Context: an optimization exercise on an open-source flow, tuned for small area, a short achievable clock period and few clock cycles per item. The choices shown serve that exercise and are no tape-out recipe.
No run shown here included a check of the RTL's function; only the layout flow was run.

==> flow/design.v, too long to show whole: its modules and the start of the top module <==
// module dct8_stream: 2789 lines
// module dct_fa: 10 lines
// module dct_ha: 9 lines
// module dct_cpa: 12 lines
// module dct_addsub: 14 lines
// module dct_carry: 11 lines
// module dct_carry_ci: 12 lines
// module dct_sum: 9 lines
// module dct_sum_co: 10 lines
// module dct_out: 19 lines
module dct8_stream #(
    parameter int IN_W        = 8,
    parameter int OUT_W       = 14,
    parameter int LEVEL_SHIFT = 0
) (
    input  logic                    clk,
    input  logic                    rst,
    input  logic                    en,
    input  logic                    in_valid,
    output logic                    in_ready,
    input  logic [IN_W-1:0]         x0,
    input  logic [IN_W-1:0]         x1,
    input  logic [IN_W-1:0]         x2,
    input  logic [IN_W-1:0]         x3,
    input  logic [IN_W-1:0]         x4,
    input  logic [IN_W-1:0]         x5,
    input  logic [IN_W-1:0]         x6,
    input  logic [IN_W-1:0]         x7,
    output logic                    out_valid,
    input  logic                    out_ready,
    output logic signed [OUT_W-1:0] y0,
    output logic signed [OUT_W-1:0] y1,
    output logic signed [OUT_W-1:0] y2,
    output logic signed [OUT_W-1:0] y3,
    output logic signed [OUT_W-1:0] y4,
    output logic signed [OUT_W-1:0] y5,
    output logic signed [OUT_W-1:0] y6,
    output logic signed [OUT_W-1:0] y7
);
  // ...
==> flow/flow/run.sh <==
#!/bin/bash
# Standard ORFS layout, with repair_timing aiming below the clock period and
# plain buffers on the ports.
set -euo pipefail
bash standard.sh SETUP_SLACK_MARGIN=7.5 "BUFFER_PORTS_ARGS=-buffer_cell sky130_fd_sc_hd__buf_2" finish > standard_flow.log 2>&1
==> flow/standard.sh <==
#!/bin/bash
# synth_recipe.tcl (not shown) runs the flow's synth.tcl, then flattens the netlist and writes it again
# the make line also repeats each setting of config.mk as NAME=value (left out here)
make -C /OpenROAD-flow-scripts/flow DESIGN_CONFIG=/design/flow/config.mk WORK_HOME=/design/flow/orfs CLKGATE_MAP_FILE= SYNTH_SCRIPT=/design/flow/synth_recipe.tcl "${@:-finish}"
==> flow/config.mk <==
export PLATFORM = sky130hd
export DESIGN_NAME = dct8_stream
export DESIGN_NICKNAME = dct8_stream
export VERILOG_FILES = /design/flow/design.v
export SDC_FILE = /design/flow/constraint.sdc
export NUM_CORES = 4
export LEC_CHECK = 0
export CAP_MARGIN = 20
export CORE_MARGIN = 2
export CORE_UTILIZATION = 50
export SLEW_MARGIN = 20
export SYNTH_HIERARCHICAL = 1
==> flow/constraint.sdc <==
create_clock -name core_clock -period 12.0 [get_ports {clk}]
set_input_delay 2.4000 -clock core_clock [delete_from_list [all_inputs] [get_ports {clk}]]
set_output_delay 2.4000 -clock core_clock [all_outputs]
set_load 0.01 [all_outputs]
==> impl_metrics.py, run 1 <==
metrics = {
    "layout": {
        "post_route_cells_drive_above_1_share_pct": 24.8,
        "layout.area.seq_mm2": 0.00639,
        "seq_cell_count": 235,
        "finish.utilization_pct": 59.0,
        "post_layout_nonfiller_instances": 4162,
    },
    "logic_synthesis": {
        "ys_seq_elements": 235,
        "post-synth-top-count-cell": "sky130_fd_sc_hd__fa_1",
        "largest_family_of_logic_cells_by_synthesized_area": "adder cells",
        "postSynth.asyncResetShare_pct": 0,
        "synth.yosys.seq_area_share_pct": 18.6,
        "ys.warnings.count": 16,
        "synth_fa_ha_area_share_pct": 55.4,
        "cell_area_synth_mm2": 0.0343,
    },
    "status": {
        "run_status": "no timing/DRC/antenna violations",
    },
    "routing": {
        "drc_errors": 0,
        "route.met2.wl_um": 40300,
        "maxUsedRoutingLayer": "met4",
        "detailedRoute.firstIterationViolations": 1321,
        "route.detailed.wl_per_inst_um": 20.4,
    },
    "placed_design": {
        "placed_instance_area_mm2": 0.0368,
        "worst_setup_timing_slack_at_the_placement_stage_ns": 6.84,
        "dp.cells": 3927,
    },
    "sta": {
        "worst_hold_slack_ns": 0.497,
        "min_period_over_period_pct": 40.3,
    },
    "setup_path": {
        "worst_setup_path_start_kind": "flop",
        "path_depth": 16,
        "critPathArrivalTime_ns": 5.18,
        "crit-reg2reg-launch": "a1_r[6]",
    },
    "die": {
        "die-height_um": 266,
        "floorplan.rows": 96,
        "start_util_pct": 50.2,
    },
    "clock_network": {
        "cts-root-to-sink-buffers": 3,
        "cts_max_level": 1,
    },
    "grt": {
        "grt_first_pass_wirelength_um": 135000,
    },
}
==> module dct_carry, before the edit <==
module dct_carry #(
    parameter int W = 8
) (
    input  logic [W-1:0] a,
    input  logic [W-1:0] b,
    output logic         co
);
    logic [W:0] t;
    assign t  = {1'b0, a} + {1'b0, b};
    assign co = t[W];
endmodule
==> module dct_carry_ci, before the edit <==
module dct_carry_ci #(
    parameter int W = 4
) (
    input  logic [W-1:0] a,
    input  logic [W-1:0] b,
    input  logic         ci,
    output logic         co
);
    logic [W:0] t;
    assign t  = {1'b0, a} + {1'b0, b} + (W+1)'(ci);
    assign co = t[W];
endmodule
==> module dct_sum, before the edit <==
module dct_sum #(
    parameter int W = 5
) (
    input  logic [W-1:0] a,
    input  logic [W-1:0] b,
    output logic [W-1:0] y
);
    assign y = a + b;
endmodule
==> module dct_sum_co, before the edit <==
module dct_sum_co #(
    parameter int W = 5
) (
    input  logic [W-1:0] a,
    input  logic [W-1:0] b,
    output logic [W-1:0] y,
    output logic         co
);
    assign {co, y} = {1'b0, a} + {1'b0, b};
endmodule
==> run 2: changes to the inputs <==
--- a/flow/design.v
+++ b/flow/design.v
@@ -1777,171 +1777,139 @@
     logic c1672;
     logic s1673;
     logic c1674;
     logic s1675;
     logic c1676;
     logic t7_cm, t7_cln, t7_clr, t7_c5n, t7_c5r;
     logic [4:0] t7_u0n, t7_u0r, t7_u1n, t7_u1r;
     dct_ha us1 (.a(a0_r[0]), .b(a1_r[0]), .s(s1), .co(c2));
-    assign s3 = a0_r[1] ^ a1_r[1] ^ a2_r[1];
-    assign c4 = (a0_r[1] ^ a1_r[1]) ? a2_r[1] : a0_r[1];
-    assign s5 = a0_r[2] ^ a1_r[2] ^ a2_r[2];
-    assign c6 = (a0_r[2] ^ a1_r[2]) ? a2_r[2] : a0_r[2];
-    assign s7 = a0_r[3] ^ a1_r[3] ^ a2_r[3];
-    assign c8 = (a0_r[3] ^ a1_r[3]) ? a2_r[3] : a0_r[3];
-    assign s9 = a0_r[4] ^ a1_r[4] ^ a2_r[4];
-    assign c10 = (a0_r[4] ^ a1_r[4]) ? a2_r[4] : a0_r[4];
-    assign s11 = a0_r[5] ^ a1_r[5] ^ a2_r[5];
-    assign c12 = (a0_r[5] ^ a1_r[5]) ? a2_r[5] : a0_r[5];
-    assign s13 = a0_r[6] ^ a1_r[6] ^ a2_r[6];
-    assign c14 = (a0_r[6] ^ a1_r[6]) ? a2_r[6] : a0_r[6];
-    assign s15 = a0_r[7] ^ a1_r[7] ^ a2_r[7];
-    assign c16 = (a0_r[7] ^ a1_r[7]) ? a2_r[7] : a0_r[7];
-    assign s17 = a0_r[8] ^ a1_r[8] ^ a2_r[8];
-    assign c18 = (a0_r[8] ^ a1_r[8]) ? a2_r[8] : a0_r[8];
+    dct_fa us3 (.a(a0_r[1]), .b(a1_r[1]), .c(a2_r[1]), .s(s3), .co(c4));
+    dct_fa us5 (.a(a0_r[2]), .b(a1_r[2]), .c(a2_r[2]), .s(s5), .co(c6));
+    dct_fa us7 (.a(a0_r[3]), .b(a1_r[3]), .c(a2_r[3]), .s(s7), .co(c8));
+    dct_fa us9 (.a(a0_r[4]), .b(a1_r[4]), .c(a2_r[4]), .s(s9), .co(c10));
+    dct_fa us11 (.a(a0_r[5]), .b(a1_r[5]), .c(a2_r[5]), .s(s11), .co(c12));
+    dct_fa us13 (.a(a0_r[6]), .b(a1_r[6]), .c(a2_r[6]), .s(s13), .co(c14));
+    dct_fa us15 (.a(a0_r[7]), .b(a1_r[7]), .c(a2_r[7]), .s(s15), .co(c16));
+    dct_fa us17 (.a(a0_r[8]), .b(a1_r[8]), .c(a2_r[8]), .s(s17), .co(c18));
     dct_ha us19 (.a(a2_r[0]), .b(a3_r[0]), .s(s19), .co(c20));
-    assign s21 = a3_r[1] ^ c2 ^ s3;
-    assign c22 = (a3_r[1] ^ c2) ? s3 : a3_r[1];
-    assign s23 = a3_r[2] ^ c4 ^ s5;
-    assign c24 = (a3_r[2] ^ c4) ? s5 : a3_r[2];
-    assign s25 = a3_r[3] ^ c6 ^ s7;
-    assign c26 = (a3_r[3] ^ c6) ? s7 : a3_r[3];
-    assign s27 = a3_r[4] ^ c8 ^ s9;
-    assign c28 = (a3_r[4] ^ c8) ? s9 : a3_r[4];
-    assign s29 = a3_r[5] ^ c10 ^ s11;
-    assign c30 = (a3_r[5] ^ c10) ? s11 : a3_r[5];
-    assign s31 = a3_r[6] ^ c12 ^ s13;
-    assign c32 = (a3_r[6] ^ c12) ? s13 : a3_r[6];
-    assign s33 = a3_r[7] ^ c14 ^ s15;
-    assign c34 = (a3_r[7] ^ c14) ? s15 : a3_r[7];
-    assign s35 = a3_r[8] ^ c16 ^ s17;
-    assign c36 = (a3_r[8] ^ c16) ? s17 : a3_r[8];
+    dct_fa us21 (.a(a3_r[1]), .b(c2), .c(s3), .s(s21), .co(c22));
+    dct_fa us23 (.a(a3_r[2]), .b(c4), .c(s5), .s(s23), .co(c24));
+    dct_fa us25 (.a(a3_r[3]), .b(c6), .c(s7), .s(s25), .co(c26));
+    dct_fa us27 (.a(a3_r[4]), .b(c8), .c(s9), .s(s27), .co(c28));
+    dct_fa us29 (.a(a3_r[5]), .b(c10), .c(s11), .s(s29), .co(c30));
+    dct_fa us31 (.a(a3_r[6]), .b(c12), .c(s13), .s(s31), .co(c32));
+    dct_fa us33 (.a(a3_r[7]), .b(c14), .c(s15), .s(s33), .co(c34));
+    dct_fa us35 (.a(a3_r[8]), .b(c16), .c(s17), .s(s35), .co(c36));
     dct_ha us37 (.a(a0_r[0]), .b(a3_r[0]), .s(s37), .co(c38));
-    assign s39 = a0_r[1] ^ a3_r[1] ^ ~a1_r[1];
-    assign c40 = (a0_r[1] ^ a3_r[1]) ? ~a1_r[1] : a0_r[1];
-    assign s41 = a0_r[2] ^ a3_r[2] ^ ~a1_r[2];
-    assign c42 = (a0_r[2] ^ a3_r[2]) ? ~a1_r[2] : a0_r[2];
-    assign s43 = a0_r[3] ^ a3_r[3] ^ ~a1_r[3];
-    assign c44 = (a0_r[3] ^ a3_r[3]) ? ~a1_r[3] : a0_r[3];
-    assign s45 = a0_r[4] ^ a3_r[4] ^ ~a1_r[4];
-    assign c46 = (a0_r[4] ^ a3_r[4]) ? ~a1_r[4] : a0_r[4];
-    assign s47 = a0_r[5] ^ a3_r[5] ^ ~a1_r[5];
-    assign c48 = (a0_r[5] ^ a3_r[5]) ? ~a1_r[5] : a0_r[5];
-    assign s49 = a0_r[6] ^ a3_r[6] ^ ~a1_r[6];
-    assign c50 = (a0_r[6] ^ a3_r[6]) ? ~a1_r[6] : a0_r[6];
-    assign s51 = a0_r[7] ^ a3_r[7] ^ ~a1_r[7];
-    assign c52 = (a0_r[7] ^ a3_r[7]) ? ~a1_r[7] : a0_r[7];
-    assign s53 = a0_r[8] ^ a3_r[8] ^ ~a1_r[8];
-    assign c54 = (a0_r[8] ^ a3_r[8]) ? ~a1_r[8] : a0_r[8];
+    dct_fa us39 (.a(a0_r[1]), .b(a3_r[1]), .c(~a1_r[1]), .s(s39), .co(c40));
+    dct_fa us41 (.a(a0_r[2]), .b(a3_r[2]), .c(~a1_r[2]), .s(s41), .co(c42));
+    dct_fa us43 (.a(a0_r[3]), .b(a3_r[3]), .c(~a1_r[3]), .s(s43), .co(c44));
+    dct_fa us45 (.a(a0_r[4]), .b(a3_r[4]), .c(~a1_r[4]), .s(s45), .co(c46));
+    dct_fa us47 (.a(a0_r[5]), .b(a3_r[5]), .c(~a1_r[5]), .s(s47), .co(c48));
+    dct_fa us49 (.a(a0_r[6]), .b(a3_r[6]), .c(~a1_r[6]), .s(s49), .co(c50));
+    dct_fa us51 (.a(a0_r[7]), .b(a3_r[7]), .c(~a1_r[7]), .s(s51), .co(c52));
+    dct_fa us53 (.a(a0_r[8]), .b(a3_r[8]), .c(~a1_r[8]), .s(s53), .co(c54));
     assign s55 = a1_r[0] ^ a2_r[0];
     assign c56 = a1_r[0] | a2_r[0];
-    assign s57 = ~a2_r[1] ^ c38 ^ s39;
-    assign c58 = (~a2_r[1] ^ c38) ? s39 : ~a2_r[1];
-    assign s59 = ~a2_r[2] ^ c40 ^ s41;
-    assign c60 = (~a2_r[2] ^ c40) ? s41 : ~a2_r[2];
-    assign s61 = ~a2_r[3] ^ c42 ^ s43;
-    assign c62 = (~a2_r[3] ^ c42) ? s43 : ~a2_r[3];
-    assign s63 = ~a2_r[4] ^ c44 ^ s45;
-    assign c64 = (~a2_r[4] ^ c44) ? s45 : ~a2_r[4];
-    assign s65 = ~a2_r[5] ^ c46 ^ s47;
-    assign c66 = (~a2_r[5] ^ c46) ? s47 : ~a2_r[5];
-    assign s67 = ~a2_r[6] ^ c48 ^ s49;
-    assign c68 = (~a2_r[6] ^ c48) ? s49 : ~a2_r[6];
-    assign s69 = ~a2_r[7] ^ c50 ^ s51;
-    assign c70 = (~a2_r[7] ^ c50) ? s51 : ~a2_r[7];
-    assign s71 = ~a2_r[8] ^ c52 ^ s53;
-    assign c72 = (~a2_r[8] ^ c52) ? s53 : ~a2_r[8];
+    dct_fa us57 (.a(~a2_r[1]), .b(c38), .c(s39), .s(s57), .co(c58));
+    dct_fa us59 (.a(~a2_r[2]), .b(c40), .c(s41), .s(s59), .co(c60));
+    dct_fa us61 (.a(~a2_r[3]), .b(c42), .c(s43), .s(s61), .co(c62));
+    dct_fa us63 (.a(~a2_r[4]), .b(c44), .c(s45), .s(s63), .co(c64));
+    dct_fa us65 (.a(~a2_r[5]), .b(c46), .c(s47), .s(s65), .co(c66));
+    dct_fa us67 (.a(~a2_r[6]), .b(c48), .c(s49), .s(s67), .co(c68));
+    dct_fa us69 (.a(~a2_r[7]), .b(c50), .c(s51), .s(s69), .co(c70));
+    dct_fa us71 (.a(~a2_r[8]), .b(c52), .c(s53), .s(s71), .co(c72));
     dct_addsub #(.W(9), .SUB(1)) ud0 (.a(a0_r), .b(a3_r), .y(d0));
     dct_addsub #(.W(9), .SUB(1)) ud1 (.a(a1_r), .b(a2_r), .y(d1));
     dct_fa us73 (.a(c20), .b(s1), .c(s19), .s(s73), .co(c74));
     dct_fa us75 (.a(c20), .b(~c20), .c(c18), .s(s75), .co(c76));
     dct_ha us77 (.a(c36), .b(c32), .s(s77), .co(c78));
     dct_ha us79 (.a(c34), .b(c22), .s(s79), .co(c80));
     dct_fa us81 (.a(c20), .b(s1), .c(s19), .s(s81), .co(c82));
     dct_ha us83 (.a(c30), .b(c26), .s(s83), .co(c84));
     dct_fa us85 (.a(c20), .b(c32), .c(c28), .s(s85), .co(c86));
     dct_fa us87 (.a(c24), .b(s25), .c(s21), .s(s87), .co(c88));
-    dct_fa us89 (.a(c34), .b(c30), .c(~c26), .s(s89), .co(c90));
-    dct_fa us91 (.a(c22), .b(s27), .c(s23), .s(s91), .co(c92));
+    dct_fa us89 (.a(s73), .b(c34), .c(c30), .s(s89), .co(c90));
+    dct_fa us91 (.a(c26), .b(c22), .c(s27), .s(s91), .co(c92));
     dct_ha us93 (.a(s35), .b(s31), .s(s93), .co(c94));
-    dct_fa us95 (.a(c28), .b(c24), .c(s29), .s(s95), .co(c96));
-    dct_fa us97 (.a(s33), .b(~s25), .c(s21), .s(s97), .co(c98));
-    dct_fa us99 (.a(c74), .b(s75), .c(s77), .s(s99), .co(c100));
-    dct_fa us101 (.a(c30), .b(c26), .c(s31), .s(s101), .co(c102));
-    dct_fa us103 (.a(s35), .b(~s27), .c(s23), .s(s103), .co(c104));
-    dct_fa us105 (.a(c76), .b(c78), .c(s79), .s(s105), .co(c106));
+    dct_fa us95 (.a(~c74), .b(c28), .c(c24), .s(s95), .co(c96));
+    dct_fa us97 (.a(s75), .b(s33), .c(s21), .s(s97), .co(c98));
+    dct_fa us99 (.a(s29), .b(s25), .c(~s77), .s(s99), .co(c100));
+    dct_fa us101 (.a(~c76), .b(c30), .c(c26), .s(s101), .co(c102));
+    dct_fa us103 (.a(~s35), .b(s31), .c(s27), .s(s103), .co(c104));
+    dct_fa us105 (.a(s23), .b(c78), .c(s79), .s(s105), .co(c106));
     dct_fa us107 (.a(c18), .b(c36), .c(c24), .s(s107), .co(c108));
     dct_fa us109 (.a(c32), .b(c28), .c(s33), .s(s109), .co(c110));
     dct_fa us111 (.a(~s29), .b(s25), .c(c80), .s(s111), .co(c112));
     dct_fa us113 (.a(c34), .b(c30), .c(~c26), .s(s113), .co(c114));
     assign s115 = s35 ^ s31;
     assign c116 = s35 | s31;
     dct_fa us117 (.a(c18), .b(c36), .c(c32), .s(s117), .co(c118));
     dct_fa us119 (.a(s1), .b(s19), .c(~c26), .s(s119), .co(c120));
     dct_fa us121 (.a(c20), .b(c28), .c(c24), .s(s121), .co(c122));
     dct_ha us123 (.a(s29), .b(s25), .s(s123), .co(c124));
-    dct_fa us125 (.a(~c22), .b(s31), .c(s27), .s(s125), .co(c126));
-    dct_fa us127 (.a(s23), .b(s81), .c(~s83), .s(s127), .co(c128));
-    dct_fa us129 (.a(s33), .b(s29), .c(~c82), .s(s129), .co(c130));
-    dct_fa us131 (.a(c84), .b(s85), .c(~s87), .s(s131), .co(c132));
-    dct_fa us133 (.a(s73), .b(s93), .c(c86), .s(s133), .co(c134));
-    dct_fa us135 (.a(c88), .b(s91), .c(~s89), .s(s135), .co(c136));
-    dct_fa us137 (.a(c94), .b(~c92), .c(c90), .s(s137), .co(c138));
-    dct_fa us139 (.a(~s95), .b(s97), .c(s99), .s(s139), .co(c140));
-    dct_fa us141 (.a(c96), .b(s101), .c(~c98), .s(s141), .co(c142));
-    dct_fa us143 (.a(s103), .b(c100), .c(s105), .s(s143), .co(c144));
-    dct_fa us145 (.a(~s107), .b(c102), .c(s109), .s(s145), .co(c146));
-    dct_fa us147 (.a(c104), .b(s111), .c(c106), .s(s147), .co(c148));
+    dct_fa us125 (.a(s81), .b(c22), .c(s23), .s(s125), .co(c126));
+    dct_fa us127 (.a(s31), .b(s27), .c(s83), .s(s127), .co(c128));
+    dct_fa us129 (.a(~c82), .b(s33), .c(s29), .s(s129), .co(c130));
+    dct_fa us131 (.a(c84), .b(s85), .c(s129), .s(s131), .co(c132));
+    dct_fa us133 (.a(~s23), .b(s93), .c(c86), .s(s133), .co(c134));
+    dct_fa us135 (.a(~s89), .b(c88), .c(s91), .s(s135), .co(c136));
+    dct_fa us137 (.a(c94), .b(c90), .c(~s95), .s(s137), .co(c138));
+    dct_fa us139 (.a(c92), .b(~s97), .c(s99), .s(s139), .co(c140));
+    dct_fa us141 (.a(c96), .b(~c98), .c(s101), .s(s141), .co(c142));
+    dct_fa us143 (.a(s103), .b(~s105), .c(c100), .s(s143), .co(c144));
+    dct_fa us145 (.a(c102), .b(s109), .c(c104), .s(s145), .co(c146));
+    dct_fa us147 (.a(s107), .b(s111), .c(c106), .s(s147), .co(c148));
     dct_fa us149 (.a(s27), .b(s115), .c(c108), .s(s149), .co(c150));
     dct_fa us151 (.a(c110), .b(s113), .c(~c112), .s(s151), .co(c152));
     dct_fa us153 (.a(c28), .b(~s33), .c(s29), .s(s153), .co(c154));
     dct_fa us155 (.a(c116), .b(s117), .c(c114), .s(s155), .co(c156));
     dct_fa us157 (.a(c34), .b(~c30), .c(s35), .s(s157), .co(c158));
     assign s159 = s31 ^ c118;
     assign c160 = s31 & ~c118;
     dct_fa us161 (.a(c18), .b(~c36), .c(c32), .s(s161), .co(c162));
     dct_ha us163 (.a(s1), .b(s19), .s(s163), .co(c164));
     dct_fa us165 (.a(c20), .b(c24), .c(s25), .s(s165), .co(c166));
     dct_fa us167 (.a(c22), .b(s27), .c(s23), .s(s167), .co(c168));
     dct_fa us169 (.a(~s21), .b(s123), .c(s121), .s(s169), .co(c170));
-    dct_fa us171 (.a(c124), .b(c122), .c(s125), .s(s171), .co(c172));
-    dct_fa us173 (.a(c126), .b(s129), .c(~c128), .s(s173), .co(c174));
+    dct_fa us171 (.a(c124), .b(c122), .c(~s125), .s(s171), .co(c172));
+    dct_fa us173 (.a(c126), .b(s87), .c(~c128), .s(s173), .co(c174));
     dct_fa us175 (.a(c130), .b(s133), .c(c132), .s(s175), .co(c176));
-    dct_fa us177 (.a(c134), .b(s137), .c(~c136), .s(s177), .co(c178));
-    dct_fa us179 (.a(c138), .b(~s141), .c(c140), .s(s179), .co(c180));
-    dct_fa us181 (.a(s145), .b(c142), .c(~s147), .s(s181), .co(c182));
+    dct_fa us177 (.a(c134), .b(~c136), .c(s137), .s(s177), .co(c178));
+    dct_fa us179 (.a(~c138), .b(s141), .c(c140), .s(s179), .co(c180));
+    dct_fa us181 (.a(c142), .b(s145), .c(~s147), .s(s181), .co(c182));
     dct_fa us183 (.a(s149), .b(~c146), .c(c148), .s(s183), .co(c184));
     dct_fa us185 (.a(s153), .b(c150), .c(~s155), .s(s185), .co(c186));
     dct_fa us187 (.a(s157), .b(~c154), .c(s159), .s(s187), .co(c188));
     dct_fa us189 (.a(s33), .b(~c158), .c(s161), .s(s189), .co(c190));
     dct_fa us191 (.a(c18), .b(c34), .c(s35), .s(s191), .co(c192));
     assign s193 = c18 ^ c18;
     assign c194 = c18 & ~c18;
     dct_ha us195 (.a(s163), .b(c22), .s(s195), .co(c196));
     dct_fa us197 (.a(c164), .b(s21), .c(s165), .s(s197), .co(c198));
     dct_fa us199 (.a(c166), .b(s167), .c(~s119), .s(s199), .co(c200));
     dct_fa us201 (.a(c168), .b(~c120), .c(s169), .s(s201), .co(c202));
-    dct_fa us203 (.a(~s127), .b(c170), .c(s171), .s(s203), .co(c204));
-    dct_fa us205 (.a(c172), .b(s131), .c(s173), .s(s205), .co(c206));
-    dct_fa us207 (.a(~s135), .b(c174), .c(s175), .s(s207), .co(c208));
-    dct_fa us209 (.a(s139), .b(c176), .c(s177), .s(s209), .co(c210));
-    dct_fa us211 (.a(s143), .b(c178), .c(s179), .s(s211), .co(c212));
-    dct_fa us213 (.a(c144), .b(c180), .c(~s181), .s(s213), .co(c214));
+    dct_fa us203 (.a(s127), .b(c170), .c(s171), .s(s203), .co(c204));
+    dct_fa us205 (.a(s131), .b(c172), .c(~s173), .s(s205), .co(c206));
+    dct_fa us207 (.a(s135), .b(c174), .c(~s175), .s(s207), .co(c208));
+    dct_fa us209 (.a(~s139), .b(c176), .c(s177), .s(s209), .co(c210));
+    dct_fa us211 (.a(s143), .b(~c178), .c(s179), .s(s211), .co(c212));
+    dct_fa us213 (.a(c144), .b(c180), .c(s181), .s(s213), .co(c214));
     dct_fa us215 (.a(s151), .b(~s183), .c(c182), .s(s215), .co(c216));
     dct_fa us217 (.a(~c152), .b(s185), .c(c184), .s(s217), .co(c218));
     dct_fa us219 (.a(c156), .b(s187), .c(~c186), .s(s219), .co(c220));
     dct_fa us221 (.a(c160), .b(s189), .c(~c188), .s(s221), .co(c222));
     dct_fa us223 (.a(c162), .b(s191), .c(c190), .s(s223), .co(c224));
     dct_fa us225 (.a(~s193), .b(c36), .c(c192), .s(s225), .co(c226));
     dct_ha us227 (.a(1'b1), .b(c194), .s(s227), .co(c228));
-    dct_carry #(.W(5)) ut0cm (.a({s199, s197, s23, s21, s1}), .b({c198, c196, s195, c20, s19}), .co(t0_cm));
-    dct_carry_ci #(.W(4)) ut0cl (.a({s207, s205, s203, s201}), .b({c206, c204, c202, c200}), .ci(t0_cm), .co(t0_cln));
-    dct_sum_co #(.W(5)) ut0u0 (.a({s217, ~s215, s213, s211, s209}), .b({~c216, c214, c212, c210, c208}), .y(t0_u0n), .co(t0_c5n));
-    dct_sum #(.W(5)) ut0u1 (.a({s227, s225, s223, s221, ~s219}), .b({c226, c224, c222, ~c220, c218}), .y(t0_u1n));
+    dct_carry #(.W(5), .IA(5'd0), .IB(5'd0)) ut0cm (.a({s199, s197, s23, s21, s1}), .b({c198, c196, s195, c20, s19}), .co(t0_cm));
+    dct_carry_ci #(.W(4), .IA(4'd8), .IB(4'd0)) ut0cl (.a({s207, s205, s203, s201}), .b({c206, c204, c202, c200}), .ci(t0_cm), .co(t0_cln));
+    dct_sum_co #(.W(5), .IA(5'd14), .IB(5'd29)) ut0u0 (.a({s217, s215, s213, s211, s209}), .b({c216, c214, c212, c210, c208}), .y(t0_u0n), .co(t0_c5n));
+    dct_sum #(.W(5), .IA(5'd1), .IB(5'd2)) ut0u1 (.a({s227, s225, s223, s221, s219}), .b({c226, c224, c222, c220, c218}), .y(t0_u1n));
     assign s229 = s55 ^ s37;
     assign c230 = s55 & ~s37;
     dct_fa us231 (.a(c56), .b(s37), .c(c54), .s(s231), .co(c232));
     dct_ha us233 (.a(c72), .b(c68), .s(s233), .co(c234));
     dct_fa us235 (.a(c56), .b(c70), .c(c58), .s(s235), .co(c236));
     dct_ha us237 (.a(c56), .b(c54), .s(s237), .co(c238));
     assign s239 = c56 ^ s37;
     assign c240 = c56 | s37;
@@ -1950,21 +1918,21 @@
     dct_ha us245 (.a(c66), .b(c62), .s(s245), .co(c246));
     dct_fa us247 (.a(c56), .b(c68), .c(c64), .s(s247), .co(c248));
     dct_fa us249 (.a(c60), .b(s61), .c(s57), .s(s249), .co(c250));
     dct_fa us251 (.a(s229), .b(c62), .c(c58), .s(s251), .co(c252));
     dct_fa us253 (.a(c70), .b(c66), .c(s71), .s(s253), .co(c254));
     assign s255 = s63 ^ s59;
     assign c256 = s63 | s59;
     dct_fa us257 (.a(~c230), .b(c64), .c(c60), .s(s257), .co(c258));
-    dct_fa us259 (.a(~s69), .b(s65), .c(s61), .s(s259), .co(c260));
-    dct_fa us261 (.a(s57), .b(s231), .c(s233), .s(s261), .co(c262));
-    dct_fa us263 (.a(c66), .b(c62), .c(s67), .s(s263), .co(c264));
-    dct_fa us265 (.a(s71), .b(~s63), .c(s59), .s(s265), .co(c266));
-    dct_fa us267 (.a(c232), .b(c234), .c(s235), .s(s267), .co(c268));
+    dct_fa us259 (.a(s231), .b(s69), .c(s57), .s(s259), .co(c260));
+    dct_fa us261 (.a(s65), .b(s61), .c(~s233), .s(s261), .co(c262));
+    dct_fa us263 (.a(~c232), .b(c66), .c(c62), .s(s263), .co(c264));
+    dct_fa us265 (.a(~s71), .b(s67), .c(s63), .s(s265), .co(c266));
+    dct_fa us267 (.a(s59), .b(c234), .c(s235), .s(s267), .co(c268));
     dct_fa us269 (.a(s237), .b(c72), .c(c60), .s(s269), .co(c270));
     dct_fa us271 (.a(c68), .b(c64), .c(s69), .s(s271), .co(c272));
     dct_fa us273 (.a(~s65), .b(s61), .c(c236), .s(s273), .co(c274));
     dct_fa us275 (.a(c56), .b(c70), .c(c66), .s(s275), .co(c276));
     dct_fa us277 (.a(c238), .b(c62), .c(s63), .s(s277), .co(c278));
     assign s279 = s71 ^ s67;
     assign c280 = s71 | s67;
     dct_fa us281 (.a(~c54), .b(c72), .c(c68), .s(s281), .co(c282));
@@ -1977,27 +1945,27 @@
     dct_ha us293 (.a(s63), .b(s59), .s(s293), .co(c294));
     dct_fa us295 (.a(c60), .b(s65), .c(s61), .s(s295), .co(c296));
     dct_fa us297 (.a(c240), .b(s57), .c(~s241), .s(s297), .co(c298));
     dct_fa us299 (.a(s67), .b(s63), .c(~s59), .s(s299), .co(c300));
     dct_fa us301 (.a(c242), .b(s245), .c(~s243), .s(s301), .co(c302));
     dct_fa us303 (.a(s69), .b(s65), .c(c246), .s(s303), .co(c304));
     dct_fa us305 (.a(c244), .b(~s247), .c(s249), .s(s305), .co(c306));
     dct_fa us307 (.a(s67), .b(s255), .c(c248), .s(s307), .co(c308));
-    dct_fa us309 (.a(c250), .b(s251), .c(~s253), .s(s309), .co(c310));
+    dct_fa us309 (.a(s251), .b(c250), .c(~s253), .s(s309), .co(c310));
     dct_fa us311 (.a(c256), .b(c252), .c(s257), .s(s311), .co(c312));
-    dct_fa us313 (.a(c254), .b(~s259), .c(s261), .s(s313), .co(c314));
-    dct_fa us315 (.a(c258), .b(s263), .c(c260), .s(s315), .co(c316));
-    dct_fa us317 (.a(s265), .b(c262), .c(s267), .s(s317), .co(c318));
-    dct_fa us319 (.a(c264), .b(~s269), .c(s271), .s(s319), .co(c320));
-    dct_fa us321 (.a(c266), .b(s273), .c(c268), .s(s321), .co(c322));
-    dct_fa us323 (.a(s279), .b(c270), .c(~c272), .s(s323), .co(c324));
-    dct_fa us325 (.a(~s275), .b(s277), .c(c274), .s(s325), .co(c326));
+    dct_fa us313 (.a(c254), .b(s259), .c(~s261), .s(s313), .co(c314));
+    dct_fa us315 (.a(c258), .b(~c260), .c(s263), .s(s315), .co(c316));
+    dct_fa us317 (.a(s265), .b(c262), .c(~s267), .s(s317), .co(c318));
+    dct_fa us319 (.a(c264), .b(s271), .c(c266), .s(s319), .co(c320));
+    dct_fa us321 (.a(s269), .b(s273), .c(c268), .s(s321), .co(c322));
+    dct_fa us323 (.a(s279), .b(c270), .c(~s275), .s(s323), .co(c324));
+    dct_fa us325 (.a(~c272), .b(s277), .c(c274), .s(s325), .co(c326));
     dct_fa us327 (.a(s69), .b(c280), .c(~s283), .s(s327), .co(c328));
-    dct_fa us329 (.a(c276), .b(~c278), .c(s281), .s(s329), .co(c330));
+    dct_fa us329 (.a(c276), .b(s281), .c(~c278), .s(s329), .co(c330));
     dct_fa us331 (.a(c66), .b(~s71), .c(s67), .s(s331), .co(c332));
     dct_fa us333 (.a(s285), .b(c284), .c(~c282), .s(s333), .co(c334));
     dct_fa us335 (.a(c54), .b(~c72), .c(c68), .s(s335), .co(c336));
     assign s337 = s69 ^ c286;
     assign c338 = s69 & ~c286;
     assign s339 = c54 ^ c70;
     assign c340 = ~c54 & c70;
     assign s341 = c56 ^ s287;
@@ -2008,42 +1976,43 @@
     dct_fa us349 (.a(c296), .b(s299), .c(~c298), .s(s349), .co(c350));
     dct_fa us351 (.a(c300), .b(s303), .c(c302), .s(s351), .co(c352));
     dct_fa us353 (.a(c304), .b(s307), .c(~c306), .s(s353), .co(c354));
     dct_fa us355 (.a(~c308), .b(s311), .c(c310), .s(s355), .co(c356));
     dct_fa us357 (.a(c312), .b(s315), .c(~c314), .s(s357), .co(c358));
     dct_fa us359 (.a(c316), .b(s319), .c(~s321), .s(s359), .co(c360));
     dct_fa us361 (.a(s323), .b(s325), .c(c322), .s(s361), .co(c362));
     dct_fa us363 (.a(s327), .b(~c324), .c(s329), .s(s363), .co(c364));
-    dct_fa us365 (.a(~s331), .b(c328), .c(c330), .s(s365), .co(c366));
+    dct_fa us365 (.a(s331), .b(~c328), .c(s333), .s(s365), .co(c366));
     dct_fa us367 (.a(~s337), .b(s335), .c(c332), .s(s367), .co(c368));
     dct_fa us369 (.a(s71), .b(c338), .c(c336), .s(s369), .co(c370));
     assign s371 = c54 ^ c72;
     assign c372 = ~c54 & c72;
-    dct_ha us373 (.a(c58), .b(s59), .s(s373), .co(c374));
+    assign s373 = s341 ^ c58;
+    assign c374 = ~s341 & c58;
     dct_fa us375 (.a(c342), .b(s289), .c(s343), .s(s375), .co(c376));
-    dct_fa us377 (.a(c344), .b(s291), .c(s345), .s(s377), .co(c378));
+    dct_fa us377 (.a(s291), .b(c344), .c(s345), .s(s377), .co(c378));
     dct_fa us379 (.a(c346), .b(~s297), .c(s347), .s(s379), .co(c380));
     dct_fa us381 (.a(c348), .b(s301), .c(s349), .s(s381), .co(c382));
     dct_fa us383 (.a(~s305), .b(c350), .c(s351), .s(s383), .co(c384));
     dct_fa us385 (.a(~s309), .b(c352), .c(s353), .s(s385), .co(c386));
     dct_fa us387 (.a(s313), .b(c354), .c(~s355), .s(s387), .co(c388));
-    dct_fa us389 (.a(~s317), .b(c356), .c(s357), .s(s389), .co(c390));
-    dct_fa us391 (.a(~c318), .b(c358), .c(s359), .s(s391), .co(c392));
+    dct_fa us389 (.a(c356), .b(s317), .c(s357), .s(s389), .co(c390));
+    dct_fa us391 (.a(c318), .b(c358), .c(s359), .s(s391), .co(c392));
     dct_fa us393 (.a(c320), .b(~s361), .c(c360), .s(s393), .co(c394));
     dct_fa us395 (.a(c326), .b(~s363), .c(c362), .s(s395), .co(c396));
-    dct_fa us397 (.a(~s333), .b(s365), .c(c364), .s(s397), .co(c398));
-    dct_fa us399 (.a(c334), .b(s367), .c(~c366), .s(s399), .co(c400));
+    dct_fa us397 (.a(c330), .b(~s365), .c(c364), .s(s397), .co(c398));
+    dct_fa us399 (.a(c334), .b(s367), .c(c366), .s(s399), .co(c400));
     dct_fa us401 (.a(~s339), .b(s369), .c(c368), .s(s401), .co(c402));
     dct_fa us403 (.a(c340), .b(~s371), .c(c370), .s(s403), .co(c404));
     dct_ha us405 (.a(c54), .b(c372), .s(s405), .co(c406));
-    dct_carry #(.W(5)) ut4cm (.a({s377, s375, ~s341, s57, s37}), .b({c376, c374, s373, c56, s55}), .co(t4_cm));
-    dct_carry_ci #(.W(4)) ut4cl (.a({s385, s383, s381, s379}), .b({c384, c382, c380, c378}), .ci(t4_cm), .co(t4_cln));
-    dct_sum_co #(.W(5)) ut4u0 (.a({s395, ~s393, ~s391, ~s389, s387}), .b({~c394, ~c392, ~c390, c388, c386}), .y(t4_u0n), .co(t4_c5n));
-    dct_sum #(.W(5)) ut4u1 (.a({s405, s403, s401, s399, ~s397}), .b({c404, c402, c400, ~c398, c396}), .y(t4_u1n));
+    dct_carry #(.W(5), .IA(5'd0), .IB(5'd4)) ut4cm (.a({s377, s375, s59, s57, s37}), .b({c376, c374, s373, c56, s55}), .co(t4_cm));
+    dct_carry_ci #(.W(4), .IA(4'd0), .IB(4'd0)) ut4cl (.a({s385, s383, s381, s379}), .b({c384, c382, c380, c378}), .ci(t4_cm), .co(t4_cln));
+    dct_sum_co #(.W(5), .IA(5'd14), .IB(5'd28)) ut4u0 (.a({s395, s393, s391, s389, s387}), .b({c394, c392, c390, c388, c386}), .y(t4_u0n), .co(t4_c5n));
+    dct_sum #(.W(5), .IA(5'd1), .IB(5'd2)) ut4u1 (.a({s405, s403, s401, s399, s397}), .b({c404, c402, c400, c398, c396}), .y(t4_u1n));
     dct_ha us407 (.a(d0[0]), .b(d1[7]), .s(s407), .co(c408));
     dct_ha us409 (.a(d0[1]), .b(d1[8]), .s(s409), .co(c410));
     dct_ha us411 (.a(d0[2]), .b(d1[3]), .s(s411), .co(c412));
     dct_ha us413 (.a(d0[9]), .b(d0[3]), .s(s413), .co(c414));
     dct_fa us415 (.a(d0[3]), .b(d0[1]), .c(d1[0]), .s(s415), .co(c416));
     dct_fa us417 (.a(d0[7]), .b(d1[5]), .c(d0[6]), .s(s417), .co(c418));
     assign s419 = d0[4] ^ d0[2];
     assign c420 = d0[4] | d0[2];
@@ -2092,20 +2061,20 @@
     dct_fa us497 (.a(~s439), .b(c466), .c(s467), .s(s497), .co(c498));
     dct_fa us499 (.a(~c440), .b(s469), .c(c468), .s(s499), .co(c500));
     dct_fa us501 (.a(c444), .b(s471), .c(~c470), .s(s501), .co(c502));
     dct_fa us503 (.a(c446), .b(s473), .c(c472), .s(s503), .co(c504));
     dct_fa us505 (.a(c450), .b(~s475), .c(c474), .s(s505), .co(c506));
     dct_fa us507 (.a(~d1[9]), .b(c476), .c(s477), .s(s507), .co(c508));
     assign s509 = d0[9] ^ c478;
     assign c510 = ~d0[9] & c478;
-    dct_carry #(.W(6)) ut2cm (.a({s483, s481, d1[1], d0[2], d0[1], d0[0]}), .b({c482, ~c480, s479, d1[0], 1'b0, 1'b0}), .co(t2_cm));
-    dct_carry_ci #(.W(4)) ut2cl (.a({s491, ~s489, s487, ~s485}), .b({~c490, c488, ~c486, c484}), .ci(t2_cm), .co(t2_cln));
-    dct_sum_co #(.W(5)) ut2u0 (.a({s501, ~s499, ~s497, ~s495, ~s493}), .b({~c500, ~c498, ~c496, ~c494, c492}), .y(t2_u0n), .co(t2_c5n));
-    dct_sum #(.W(5)) ut2u1 (.a({1'b1, ~s509, s507, s505, s503}), .b({c510, c508, c506, c504, c502}), .y(t2_u1n));
+    dct_carry #(.W(6), .IA(6'd0), .IB(6'd16)) ut2cm (.a({s483, s481, d1[1], d0[2], d0[1], d0[0]}), .b({c482, c480, s479, d1[0], 1'b0, 1'b0}), .co(t2_cm));
+    dct_carry_ci #(.W(4), .IA(4'd5), .IB(4'd10)) ut2cl (.a({s491, s489, s487, s485}), .b({c490, c488, c486, c484}), .ci(t2_cm), .co(t2_cln));
+    dct_sum_co #(.W(5), .IA(5'd15), .IB(5'd30)) ut2u0 (.a({s501, s499, s497, s495, s493}), .b({c500, c498, c496, c494, c492}), .y(t2_u0n), .co(t2_c5n));
+    dct_sum #(.W(5), .IA(5'd8), .IB(5'd0)) ut2u1 (.a({1'b1, s509, s507, s505, s503}), .b({c510, c508, c506, c504, c502}), .y(t2_u1n));
     dct_ha us511 (.a(d0[1]), .b(d1[9]), .s(s511), .co(c512));
     dct_fa us513 (.a(d0[8]), .b(d0[2]), .c(d1[7]), .s(s513), .co(c514));
     dct_ha us515 (.a(d0[3]), .b(d1[8]), .s(s515), .co(c516));
     dct_ha us517 (.a(d0[4]), .b(d1[7]), .s(s517), .co(c518));
     dct_ha us519 (.a(d1[3]), .b(d1[1]), .s(s519), .co(c520));
     dct_fa us521 (.a(d0[5]), .b(d1[4]), .c(d1[2]), .s(s521), .co(c522));
     assign s523 = d0[1] ^ d1[7];
     assign c524 = d0[1] | d1[7];
@@ -2153,20 +2122,20 @@
     dct_fa us599 (.a(~c540), .b(s569), .c(c568), .s(s599), .co(c600));
     dct_fa us601 (.a(~c544), .b(s571), .c(c570), .s(s601), .co(c602));
     dct_fa us603 (.a(~c548), .b(s573), .c(c572), .s(s603), .co(c604));
     dct_fa us605 (.a(c550), .b(~s575), .c(c574), .s(s605), .co(c606));
     dct_fa us607 (.a(c554), .b(s577), .c(c576), .s(s607), .co(c608));
     dct_fa us609 (.a(d0[8]), .b(~c578), .c(s579), .s(s609), .co(c610));
     assign s611 = d1[9] ^ c580;
     assign c612 = d1[9] & ~c580;
-    dct_carry #(.W(6)) ut6cm (.a({s585, s583, ~d1[3], d0[0], ~d1[1], d1[0]}), .b({c584, c582, s581, ~d1[2], ~d1[0], 1'b0}), .co(t6_cm));
-    dct_carry_ci #(.W(4)) ut6cl (.a({s593, s591, s589, s587}), .b({c592, c590, c588, c586}), .ci(t6_cm), .co(t6_cln));
-    dct_sum_co #(.W(5)) ut6u0 (.a({~s603, ~s601, ~s599, ~s597, ~s595}), .b({~c602, ~c600, ~c598, ~c596, c594}), .y(t6_u0n), .co(t6_c5n));
-    dct_sum #(.W(5)) ut6u1 (.a({1'b1, ~s611, s609, s607, ~s605}), .b({c612, c610, c608, ~c606, ~c604}), .y(t6_u1n));
+    dct_carry #(.W(6), .IA(6'd10), .IB(6'd6)) ut6cm (.a({s585, s583, d1[3], d0[0], d1[1], d1[0]}), .b({c584, c582, s581, d1[2], d1[0], 1'b0}), .co(t6_cm));
+    dct_carry_ci #(.W(4), .IA(4'd0), .IB(4'd0)) ut6cl (.a({s593, s591, s589, s587}), .b({c592, c590, c588, c586}), .ci(t6_cm), .co(t6_cln));
+    dct_sum_co #(.W(5), .IA(5'd31), .IB(5'd30)) ut6u0 (.a({s603, s601, s599, s597, s595}), .b({c602, c600, c598, c596, c594}), .y(t6_u0n), .co(t6_c5n));
+    dct_sum #(.W(5), .IA(5'd9), .IB(5'd3)) ut6u1 (.a({1'b1, s611, s609, s607, s605}), .b({c612, c610, c608, c606, c604}), .y(t6_u1n));
     dct_fa us613 (.a(b0_r[8]), .b(b0_r[0]), .c(b1_r[6]), .s(s613), .co(c614));
     dct_ha us615 (.a(b1_r[2]), .b(b1_r[0]), .s(s615), .co(c616));
     dct_fa us617 (.a(b0_r[6]), .b(b1_r[3]), .c(b1_r[1]), .s(s617), .co(c618));
     dct_fa us619 (.a(b1_r[4]), .b(b1_r[2]), .c(b1_r[0]), .s(s619), .co(c620));
     dct_fa us621 (.a(b2_r[6]), .b(b2_r[0]), .c(b3_r[3]), .s(s621), .co(c622));
     dct_fa us623 (.a(b1_r[8]), .b(b1_r[5]), .c(b1_r[3]), .s(s623), .co(c624));
     dct_fa us625 (.a(b1_r[1]), .b(b2_r[7]), .c(b2_r[1]), .s(s625), .co(c626));
     dct_fa us627 (.a(b0_r[8]), .b(b0_r[5]), .c(b0_r[3]), .s(s627), .co(c628));
@@ -2289,20 +2258,20 @@
     dct_fa us855 (.a(~s771), .b(c816), .c(s817), .s(s855), .co(c856));
     dct_fa us857 (.a(~s775), .b(c818), .c(s819), .s(s857), .co(c858));
     dct_fa us859 (.a(~c776), .b(s821), .c(c820), .s(s859), .co(c860));
     dct_fa us861 (.a(c780), .b(s823), .c(c822), .s(s861), .co(c862));
     dct_fa us863 (.a(c784), .b(s825), .c(c824), .s(s863), .co(c864));
     dct_fa us865 (.a(c788), .b(s827), .c(c826), .s(s865), .co(c866));
     dct_fa us867 (.a(~c792), .b(s829), .c(c828), .s(s867), .co(c868));
     dct_fa us869 (.a(c794), .b(~s831), .c(c830), .s(s869), .co(c870));
-    dct_carry #(.W(8)) ut1cm (.a({s845, ~s843, s841, ~s839, s837, s835, s795, ~b1_r[0]}), .b({~c844, c842, ~c840, c838, c836, c834, ~s833, ~b0_r[0]}), .co(t1_cm));
-    dct_carry_ci #(.W(4)) ut1cl (.a({~s853, ~s851, ~s849, ~s847}), .b({~c852, ~c850, ~c848, c846}), .ci(t1_cm), .co(t1_cln));
-    dct_sum_co #(.W(5)) ut1u0 (.a({s863, s861, s859, s857, s855}), .b({c862, c860, c858, c856, ~c854}), .y(t1_u0n), .co(t1_c5n));
-    dct_sum #(.W(5)) ut1u1 (.a({1'b1, ~c832, s869, s867, s865}), .b({1'b0, c870, c868, c866, c864}), .y(t1_u1n));
+    dct_carry #(.W(8), .IA(8'd81), .IB(8'd163)) ut1cm (.a({s845, s843, s841, s839, s837, s835, s795, b1_r[0]}), .b({c844, c842, c840, c838, c836, c834, s833, b0_r[0]}), .co(t1_cm));
+    dct_carry_ci #(.W(4), .IA(4'd15), .IB(4'd14)) ut1cl (.a({s853, s851, s849, s847}), .b({c852, c850, c848, c846}), .ci(t1_cm), .co(t1_cln));
+    dct_sum_co #(.W(5), .IA(5'd0), .IB(5'd1)) ut1u0 (.a({s863, s861, s859, s857, s855}), .b({c862, c860, c858, c856, c854}), .y(t1_u0n), .co(t1_c5n));
+    dct_sum #(.W(5), .IA(5'd8), .IB(5'd0)) ut1u1 (.a({1'b1, c832, s869, s867, s865}), .b({1'b0, c870, c868, c866, c864}), .y(t1_u1n));
     dct_fa us871 (.a(b0_r[6]), .b(b0_r[4]), .c(b0_r[0]), .s(s871), .co(c872));
     dct_ha us873 (.a(b0_r[2]), .b(b0_r[0]), .s(s873), .co(c874));
     dct_ha us875 (.a(b0_r[3]), .b(b0_r[1]), .s(s875), .co(c876));
     dct_fa us877 (.a(b0_r[4]), .b(b0_r[2]), .c(b0_r[0]), .s(s877), .co(c878));
     dct_fa us879 (.a(b1_r[0]), .b(b2_r[4]), .c(b2_r[2]), .s(s879), .co(c880));
     dct_fa us881 (.a(b0_r[8]), .b(b0_r[5]), .c(b0_r[3]), .s(s881), .co(c882));
     dct_fa us883 (.a(b0_r[1]), .b(b1_r[1]), .c(b2_r[8]), .s(s883), .co(c884));
     dct_fa us885 (.a(b2_r[5]), .b(b2_r[3]), .c(b3_r[4]), .s(s885), .co(c886));
@@ -2433,20 +2402,20 @@
     dct_fa us1121 (.a(~s1039), .b(c1082), .c(s1083), .s(s1121), .co(c1122));
     dct_fa us1123 (.a(s1043), .b(~s1085), .c(c1084), .s(s1123), .co(c1124));
     dct_fa us1125 (.a(~c1044), .b(c1086), .c(s1087), .s(s1125), .co(c1126));
     dct_fa us1127 (.a(~c1048), .b(s1089), .c(c1088), .s(s1127), .co(c1128));
     dct_fa us1129 (.a(~c1052), .b(s1091), .c(c1090), .s(s1129), .co(c1130));
     dct_fa us1131 (.a(~c1056), .b(s1093), .c(c1092), .s(s1131), .co(c1132));
     dct_fa us1133 (.a(b0_r[8]), .b(~s1095), .c(c1094), .s(s1133), .co(c1134));
     dct_ha us1135 (.a(c1062), .b(c1096), .s(s1135), .co(c1136));
-    dct_carry #(.W(8)) ut3cm (.a({s1109, ~s1107, s1105, s1103, ~s1101, ~s1099, ~b3_r[0], ~b0_r[0]}), .b({~c1108, c1106, c1104, ~c1102, ~c1100, ~c1098, s1097, ~b2_r[0]}), .co(t3_cm));
-    dct_carry_ci #(.W(4)) ut3cl (.a({s1117, s1115, s1113, ~s1111}), .b({c1116, c1114, ~c1112, c1110}), .ci(t3_cm), .co(t3_cln));
-    dct_sum_co #(.W(5)) ut3u0 (.a({~s1127, ~s1125, s1123, s1121, s1119}), .b({~c1126, c1124, c1122, c1120, c1118}), .y(t3_u0n), .co(t3_c5n));
-    dct_sum #(.W(5)) ut3u1 (.a({1'b1, s1135, ~s1133, ~s1131, ~s1129}), .b({c1136, ~c1134, ~c1132, ~c1130, ~c1128}), .y(t3_u1n));
+    dct_carry #(.W(8), .IA(8'd79), .IB(8'd157)) ut3cm (.a({s1109, s1107, s1105, s1103, s1101, s1099, b3_r[0], b0_r[0]}), .b({c1108, c1106, c1104, c1102, c1100, c1098, s1097, b2_r[0]}), .co(t3_cm));
+    dct_carry_ci #(.W(4), .IA(4'd1), .IB(4'd2)) ut3cl (.a({s1117, s1115, s1113, s1111}), .b({c1116, c1114, c1112, c1110}), .ci(t3_cm), .co(t3_cln));
+    dct_sum_co #(.W(5), .IA(5'd24), .IB(5'd16)) ut3u0 (.a({s1127, s1125, s1123, s1121, s1119}), .b({c1126, c1124, c1122, c1120, c1118}), .y(t3_u0n), .co(t3_c5n));
+    dct_sum #(.W(5), .IA(5'd7), .IB(5'd15)) ut3u1 (.a({1'b1, s1135, s1133, s1131, s1129}), .b({c1136, c1134, c1132, c1130, c1128}), .y(t3_u1n));
     dct_fa us1137 (.a(b0_r[4]), .b(b0_r[1]), .c(b1_r[6]), .s(s1137), .co(c1138));
     dct_ha us1139 (.a(b0_r[5]), .b(b0_r[2]), .s(s1139), .co(c1140));
     dct_ha us1141 (.a(b0_r[4]), .b(b1_r[2]), .s(s1141), .co(c1142));
     dct_ha us1143 (.a(b0_r[5]), .b(b1_r[3]), .s(s1143), .co(c1144));
     dct_fa us1145 (.a(b0_r[0]), .b(b1_r[4]), .c(b1_r[2]), .s(s1145), .co(c1146));
     dct_fa us1147 (.a(b2_r[3]), .b(b3_r[4]), .c(b3_r[2]), .s(s1147), .co(c1148));
     dct_fa us1149 (.a(b0_r[7]), .b(b0_r[1]), .c(b1_r[8]), .s(s1149), .co(c1150));
     dct_fa us1151 (.a(b1_r[5]), .b(b1_r[3]), .c(b2_r[4]), .s(s1151), .co(c1152));
@@ -2582,20 +2551,20 @@
     dct_fa us1397 (.a(~s1315), .b(s1359), .c(c1358), .s(s1397), .co(c1398));
     dct_fa us1399 (.a(~c1316), .b(s1361), .c(c1360), .s(s1399), .co(c1400));
     dct_fa us1401 (.a(c1320), .b(s1363), .c(c1362), .s(s1401), .co(c1402));
     dct_fa us1403 (.a(c1324), .b(s1365), .c(c1364), .s(s1403), .co(c1404));
     dct_fa us1405 (.a(c1328), .b(~s1367), .c(c1366), .s(s1405), .co(c1406));
     dct_fa us1407 (.a(c1332), .b(s1369), .c(~c1368), .s(s1407), .co(c1408));
     assign s1409 = c1334 ^ c1370;
     assign c1410 = ~c1334 & c1370;
-    dct_carry #(.W(8)) ut5cm (.a({s1383, s1381, s1379, ~s1377, s1375, ~s1373, ~b0_r[0], ~b1_r[0]}), .b({c1382, c1380, ~c1378, c1376, ~c1374, ~c1372, s1371, ~b3_r[0]}), .co(t5_cm));
-    dct_carry_ci #(.W(4)) ut5cl (.a({s1391, s1389, ~s1387, s1385}), .b({c1390, ~c1388, c1386, c1384}), .ci(t5_cm), .co(t5_cln));
-    dct_sum_co #(.W(5)) ut5u0 (.a({s1401, s1399, s1397, s1395, s1393}), .b({c1400, c1398, c1396, c1394, c1392}), .y(t5_u0n), .co(t5_c5n));
-    dct_sum #(.W(5)) ut5u1 (.a({1'b1, ~s1409, s1407, s1405, s1403}), .b({c1410, c1408, c1406, c1404, c1402}), .y(t5_u1n));
+    dct_carry #(.W(8), .IA(8'd23), .IB(8'd45)) ut5cm (.a({s1383, s1381, s1379, s1377, s1375, s1373, b0_r[0], b1_r[0]}), .b({c1382, c1380, c1378, c1376, c1374, c1372, s1371, b3_r[0]}), .co(t5_cm));
+    dct_carry_ci #(.W(4), .IA(4'd2), .IB(4'd4)) ut5cl (.a({s1391, s1389, s1387, s1385}), .b({c1390, c1388, c1386, c1384}), .ci(t5_cm), .co(t5_cln));
+    dct_sum_co #(.W(5), .IA(5'd0), .IB(5'd0)) ut5u0 (.a({s1401, s1399, s1397, s1395, s1393}), .b({c1400, c1398, c1396, c1394, c1392}), .y(t5_u0n), .co(t5_c5n));
+    dct_sum #(.W(5), .IA(5'd8), .IB(5'd0)) ut5u1 (.a({1'b1, s1409, s1407, s1405, s1403}), .b({c1410, c1408, c1406, c1404, c1402}), .y(t5_u1n));
     dct_ha us1411 (.a(b0_r[7]), .b(b0_r[2]), .s(s1411), .co(c1412));
     dct_fa us1413 (.a(b0_r[3]), .b(b1_r[3]), .c(b2_r[4]), .s(s1413), .co(c1414));
     dct_ha us1415 (.a(b2_r[2]), .b(b2_r[0]), .s(s1415), .co(c1416));
     dct_fa us1417 (.a(b1_r[4]), .b(b2_r[8]), .c(b2_r[5]), .s(s1417), .co(c1418));
     dct_fa us1419 (.a(b2_r[3]), .b(b2_r[1]), .c(b3_r[8]), .s(s1419), .co(c1420));
     dct_ha us1421 (.a(b3_r[5]), .b(b3_r[3]), .s(s1421), .co(c1422));
     dct_fa us1423 (.a(b0_r[0]), .b(b1_r[8]), .c(b1_r[5]), .s(s1423), .co(c1424));
     dct_fa us1425 (.a(b2_r[6]), .b(b2_r[4]), .c(b2_r[2]), .s(s1425), .co(c1426));
@@ -2725,20 +2694,20 @@
     dct_fa us1663 (.a(~s1581), .b(s1625), .c(c1624), .s(s1663), .co(c1664));
     dct_fa us1665 (.a(c1584), .b(c1626), .c(~s1627), .s(s1665), .co(c1666));
     dct_fa us1667 (.a(c1588), .b(s1629), .c(~c1628), .s(s1667), .co(c1668));
     dct_fa us1669 (.a(c1592), .b(s1631), .c(c1630), .s(s1669), .co(c1670));
     dct_fa us1671 (.a(c1596), .b(~s1633), .c(c1632), .s(s1671), .co(c1672));
     dct_fa us1673 (.a(~c1600), .b(s1635), .c(c1634), .s(s1673), .co(c1674));
     assign s1675 = c1602 ^ c1636;
     assign c1676 = c1602 & ~c1636;
-    dct_carry #(.W(8)) ut7cm (.a({s1649, s1647, s1645, s1643, ~s1641, ~s1639, ~b3_r[1], ~b2_r[0]}), .b({c1648, c1646, c1644, ~c1642, ~c1640, ~c1638, s1637, ~b3_r[0]}), .co(t7_cm));
-    dct_carry_ci #(.W(4)) ut7cl (.a({s1657, ~s1655, ~s1653, s1651}), .b({~c1656, ~c1654, c1652, c1650}), .ci(t7_cm), .co(t7_cln));
-    dct_sum_co #(.W(5)) ut7u0 (.a({s1667, s1665, s1663, s1661, s1659}), .b({c1666, c1664, c1662, c1660, c1658}), .y(t7_u0n), .co(t7_c5n));
-    dct_sum #(.W(5)) ut7u1 (.a({1'b1, ~s1675, ~s1673, s1671, s1669}), .b({c1676, ~c1674, c1672, c1670, c1668}), .y(t7_u1n));
+    dct_carry #(.W(8), .IA(8'd15), .IB(8'd29)) ut7cm (.a({s1649, s1647, s1645, s1643, s1641, s1639, b3_r[1], b2_r[0]}), .b({c1648, c1646, c1644, c1642, c1640, c1638, s1637, b3_r[0]}), .co(t7_cm));
+    dct_carry_ci #(.W(4), .IA(4'd6), .IB(4'd12)) ut7cl (.a({s1657, s1655, s1653, s1651}), .b({c1656, c1654, c1652, c1650}), .ci(t7_cm), .co(t7_cln));
+    dct_sum_co #(.W(5), .IA(5'd0), .IB(5'd0)) ut7u0 (.a({s1667, s1665, s1663, s1661, s1659}), .b({c1666, c1664, c1662, c1660, c1658}), .y(t7_u0n), .co(t7_c5n));
+    dct_sum #(.W(5), .IA(5'd12), .IB(5'd8)) ut7u1 (.a({1'b1, s1675, s1673, s1671, s1669}), .b({c1676, c1674, c1672, c1670, c1668}), .y(t7_u1n));
     always_ff @(posedge clk) begin
         if (en & r3) begin
             t0_u0r <= t0_u0n;
             t0_u1r <= t0_u1n;
             t0_c5r <= t0_c5n;
             t0_clr <= t0_cln;
             t4_u0r <= t4_u0n;
             t4_u1r <= t4_u1n;
@@ -2801,83 +2770,96 @@
     input  logic a,
     input  logic b,
     output logic s,
     output logic co
 );
     assign s  = a ^ b;
     assign co = a & b;
 endmodule
-module dct_cpa #(
-    parameter int W  = 22,
-    parameter int LO = 12
-) (
-    input  logic [W-1:0]  a,
-    input  logic [W-1:0]  b,
-    output logic [W-1:LO] y
-);
-    logic [W-1:0] t;
-    assign t = a + b;
-    assign y = t[W-1:LO];
-endmodule
 module dct_addsub #(
     parameter int W   = 9,
     parameter int SUB = 0
 ) (
     input  logic [W-1:0] a,
     input  logic [W-1:0] b,
     output logic [W:0]   y
 );
     if (SUB != 0) begin : g_sub
         assign y = {1'b0, a} - {1'b0, b};
     end else begin : g_add
         assign y = {1'b0, a} + {1'b0, b};
     end
 endmodule
 module dct_carry #(
-    parameter int W = 8
+    parameter int         W  = 8,
+    parameter logic [W-1:0] IA = '0,
+    parameter logic [W-1:0] IB = '0
 ) (
     input  logic [W-1:0] a,
     input  logic [W-1:0] b,
     output logic         co
 );
-    logic [W:0] t;
-    assign t  = {1'b0, a} + {1'b0, b};
-    assign co = t[W];
+    localparam int L = $clog2(W);
+    logic [W-1:0] ae, be;
+    logic [W-1:0] g [L+1];
+    logic [W-1:0] t [L+1];
+    assign ae   = a ^ IA;
+    assign be   = b ^ IB;
+    assign g[0] = ae & be;
+    assign t[0] = ae | be;
+    for (genvar l = 0; l < L; l++) begin : g_lvl
+        for (genvar i = 0; i < W; i++) begin : g_bit
+            if (((i >> l) & 1) == 1) begin : g_op
+                localparam int J = ((i >> l) << l) - 1;
+                assign g[l+1][i] = g[l][i] | (t[l][i] & g[l][J]);
+                assign t[l+1][i] = t[l][i] & t[l][J];
+            end else begin : g_pass
+                assign g[l+1][i] = g[l][i];
+                assign t[l+1][i] = t[l][i];
+            end
+        end
+    end
+    assign co = g[L][W-1];
 endmodule
 module dct_carry_ci #(
-    parameter int W = 4
+    parameter int         W  = 4,
+    parameter logic [W-1:0] IA = '0,
+    parameter logic [W-1:0] IB = '0
 ) (
     input  logic [W-1:0] a,
     input  logic [W-1:0] b,
     input  logic         ci,
     output logic         co
 );
-    logic [W:0] t;
-    assign t  = {1'b0, a} + {1'b0, b} + (W+1)'(ci);
-    assign co = t[W];
+    dct_carry #(.W(W + 1), .IA({IA, 1'b0}), .IB({IB, 1'b0})) u_c (
+        .a({a, ci}), .b({b, ci}), .co(co));
 endmodule
 module dct_sum #(
-    parameter int W = 5
+    parameter int         W  = 5,
+    parameter logic [W-1:0] IA = '0,
+    parameter logic [W-1:0] IB = '0
 ) (
     input  logic [W-1:0] a,
     input  logic [W-1:0] b,
     output logic [W-1:0] y
 );
-    assign y = a + b;
+    assign y = (a ^ IA) + (b ^ IB);
 endmodule
 module dct_sum_co #(
-    parameter int W = 5
+    parameter int         W  = 5,
+    parameter logic [W-1:0] IA = '0,
+    parameter logic [W-1:0] IB = '0
 ) (
     input  logic [W-1:0] a,
     input  logic [W-1:0] b,
     output logic [W-1:0] y,
     output logic         co
 );
-    assign {co, y} = {1'b0, a} + {1'b0, b};
+    assign {co, y} = {1'b0, a ^ IA} + {1'b0, b ^ IB};
 endmodule
 module dct_out (
     input  logic [4:0] u0,
     input  logic [4:0] u1,
     input  logic       c5,
     input  logic       cl,
     output logic [9:0] y
 );
==> flow/flow/run.sh (replaced) <==
#!/bin/bash
# Standard ORFS layout, with repair_timing aiming below the clock period and
# plain buffers on the ports.
set -euo pipefail
bash standard.sh SETUP_SLACK_MARGIN=7 "BUFFER_PORTS_ARGS=-buffer_cell sky130_fd_sc_hd__buf_2" finish > standard_flow.log 2>&1
==> run 2 against run 1 <==
  * Final cell count shrank 3.0%
  * Critical path type unchanged
  * Critical endpoint is now t4_c5r
  * Largest cell class unchanged
  * Register-to-register slack lost 0.06 ns
  * Synthesized cell count shrank 0.18%
  * Critical path depth shrank 1
  * Utilization shrank 3.2 points
  * Fmax shrank 1.2%
  * Hold slack gained 0.0037 ns
  * Global-route usage shrank 1.1 points
  * Via count shrank 2.9%
==> impl_metrics.py, run 2 <==
metrics = {
    "status": {
        "run_status": "no timing/DRC/antenna violations",
    },
    "setup_path": {
        "ff2ff_path_depth": 15,
        "critPathArrivalTime_ns": 5.24,
        "timing_worst_setup_path_type": "reg -> reg",
        "crit-reg2reg-launch": "a3_r[6]",
        "cp_data_required_time_ns": 12.34,
        "worst_setup_path_start_kind": "flop",
        "regToRegEndpoint": "t4_c5r",
        "crit_path_end_kind": "flop",
        "slowest_stage": "sky130_fd_sc_hd__fa_1",
        "reg2reg_slack_ns": 7.10,
    },
    "die": {
        "io_pins": 183,
        "die-height_um": 266,
        "floorplan.rows": 96,
        "start_util_pct": 50.3,
        "die_x_um": 266,
        "die_area_mm2": 0.0707,
        "core_region_area_mm2": 0.0682,
    },
    "clock_network": {
        "clock_tree.root_cell": "sky130_fd_sc_hd__clkbuf_16",
        "inserted_clock_buffers": 29,
        "cts-root-to-sink-buffers": 3,
        "cts_tree": "yes",
        "path_clk_slew_ns": 0.07,
        "cts_max_level": 1,
        "clkLatencyLatePin_ns": 0.61,
    },
    "min_path": {
        "holdPathEnd": "sk[6][6]",
        "hold_path_class": "reg -> reg",
        "worst_hold_path.num_cells": 1,
    },
    "logic_synthesis": {
        "cell_area_synth_mm2": 0.0343,
        "syn_area_per_cell_um2": 12.1,
        "post-synth-top-count-cell": "sky130_fd_sc_hd__fa_1",
        "synthDominantAreaCellType": "sky130_fd_sc_hd__fa_1",
        "ys.warnings.count": 58,
        "ys_seq_elements": 235,
        "synth.yosys.seq_area_share_pct": 18.6,
        "synthTopCellsByArea": "sky130_fd_sc_hd__fa_1 (43%), sky130_fd_sc_hd__edfxtp_1 (15%), sky130_fd_sc_hd__ha_1 (11%), sky130_fd_sc_hd__inv_1 (6.7%), sky130_fd_sc_hd__dfxtp_1 (3.9%)",
        "postSynth.asyncResetShare_pct": 0,
    },
    "placed_design": {
        "gp_routability_congestion": 0.859,
        "dp.cells": 3931,
        "post-dp-hpwl_um": 62900,
        "buffer_ports.inserted": 178,
    },
    "sta": {
        "fin_crit_ns": 4.90,
        "max_slew_margin_pct": 32.7,
        "setup_violations": 0,
        "min_period_over_period_pct": 40.8,
        "worst_slew_pin_slew_ns": 1.01,
        "report.final.hold_viol_count": 0,
        "worst_hold_slack_ns": 0.501,
        "grt_setup_unrepaired": "true",
    },
    "flow_run": {
        "cap_viol_max_count": 0,
    },
    "grt": {
        "grt_overflow_total": 0,
        "grt_start_max_net_pins": 73,
        "grt_first_pass_wirelength_um": 130000,
        "first_global_vias": 23800,
        "initial_antenna_violation_count": 1,
    },
    "routing": {
        "route.detailed.wl_per_inst_um": 19.8,
        "drt_first_pass_iters": 5,
        "dr_total_vias": 21700,
        "drtAntennaViolNets": 0,
        "drc_errors": 0,
        "detailedRoute.firstIterationViolations": 1260,
    },
    "layout": {
        "flow.area_growth_from_synthesis_pct": 10.9,
        "post_layout_nonfiller_instances": 4037,
        "nNetsFinal": 4234,
        "most-common-layout-cells": "sky130_fd_sc_hd__fa_1 (722), sky130_fd_sc_hd__inv_1 (611), sky130_fd_sc_hd__ha_1 (280), sky130_fd_sc_hd__buf_2 (178), sky130_fd_sc_hd__edfxtp_1 (168)",
        "post_route_cells_drive_above_1_share_pct": 16.1,
        "commonest_non_fill_non_tap_cell_in_the_layout": "sky130_fd_sc_hd__fa_1",
        "insertedDiodeCount": 0,
        "largest_register": "sk",
    },
}
==> run 2: how the worst max path moves through the flow <==
stage | start | endpoint | depth (start not counted)
floorplan | a3_r[0] | t2_u0r[4] | 16
global placement | a1_r[0] | t6_u0r[4] | 17
detailed placement | a1_r[0] | t6_u0r[4] | 17
CTS | a0_r[8] | t4_c5r | 15
global route | a1_r[0] | t0_u0r[4] | 15
finish | a3_r[6] | t4_c5r | 15
==> run 2: Yosys stat by module, one instance, submodules excluded, a selection <==
module | cell area (um2) | flops+latches
dct8_stream | 9570 | 235
dct_out | 208 | 0
dct_fa | 20.0 | 0
dct_ha | 12.5 | 0
==> run 2: layout make-up <==
class | count | area [um2]
clock buffers | 34 | 807
clock inverters | 20 | 220
fillers | 5801 | 30200
inverters | 614 | 2310
multi-input cells | 1973 | 25600
flip-flops and latches | 235 | 6390
well taps | 882 | 1100
repair buffers | 279 | 1650
==> run 2: metrics by stage <==
step	setup WS [ns]	area (um2)	util, %
2_1_floorplan	7.06	34400	-
3_3_place_gp	6.55	36500	53.4
3_5_place_dp	6.40	36500	53.4
4_1_cts	7.00	37600	55.2
5_1_grt	6.91	38000	55.8
6_report	7.10	38000	55.8
==> run 2: timing repair <==
action                     4_1_cts  5_1_grt
pin swaps                        8       22
resized for setup               19       26
setup buffers                   10       42
hold buffers                     0        0
setup endpoints to repair       19       16
==> run 2: layer usage <==
layer | vias up | share of wire [%] | global-route usage [%]
li1 | 9735 | - | -
met1 | 11400 | 45 | 35.1
met2 | 559 | 47 | 38.2
met3 | 82 | 5.6 | 3.14
met4 | 0 | 1.6 | 4.43
met5 | - | 0 | 0
==> run 2: cell families (layout without fill, tap and decap cells) <==
| group | after synthesis | in the layout | share of synthesized area, % |
|---|---|---|---|
| xor gates and xnor gates | 144 | 144 | 3.68 |
| other | 2 | 18 | 0.0219 |
| DFF | 235 | 235 | 18.6 |
| AOI/OAI and AO/OA | 386 | 386 | 8.32 |
| buffers and inverters | 653 | 947 | 7.60 |
| adders and majority gates | 1039 | 1039 | 54.2 |
| and+or+nand+nor | 314 | 314 | 5.23 |
| muxes | 72 | 72 | 2.34 |
==> run 2: worst max-delay path, delay by kind of cell, from the launching register on <==
| family | cells | cell delay [ns] |
|---|---|---|
| adders and majority gates | 8 | 3.44 |
| AOI/OAI and AO/OA | 3 | 0.48 |
| buffers and inverters | 4 | 0.23 |
| DFF | 1 | 0.50 |

port drivers added, routing unchanged:
Ports are ideal in the flow. The routed layouts listed here were re-timed in OpenROAD. Step 1 sets driving cells, clkbuf_16 on the clock port and buf_2 on the other inputs (assumed; they add their load-dependent delay and slew). Step 2 adds t to the input delays and takes it off the output delays; t is the mean of the earliest and latest rising clock arrival at the registers after step 1. Input paths then give back, and output paths get back, about the clock's delay inside the block. a / b / c = ideal / step 1 / step 2; a / b = the first two.
| run | shift t [ns] | setup WS [ns] | worst setup path after step 2 | worst slew at a driven data input, ns |
|---|---|---|---|---|
| run 1 | 0.652 | 7.161 / 7.161 / 7.161 | register to register | 0.04 |
| run 2 | 0.665 | 7.100 / 7.100 / 7.100 | register to register | 0.06 |
After both steps every run listed still meets setup and hold.
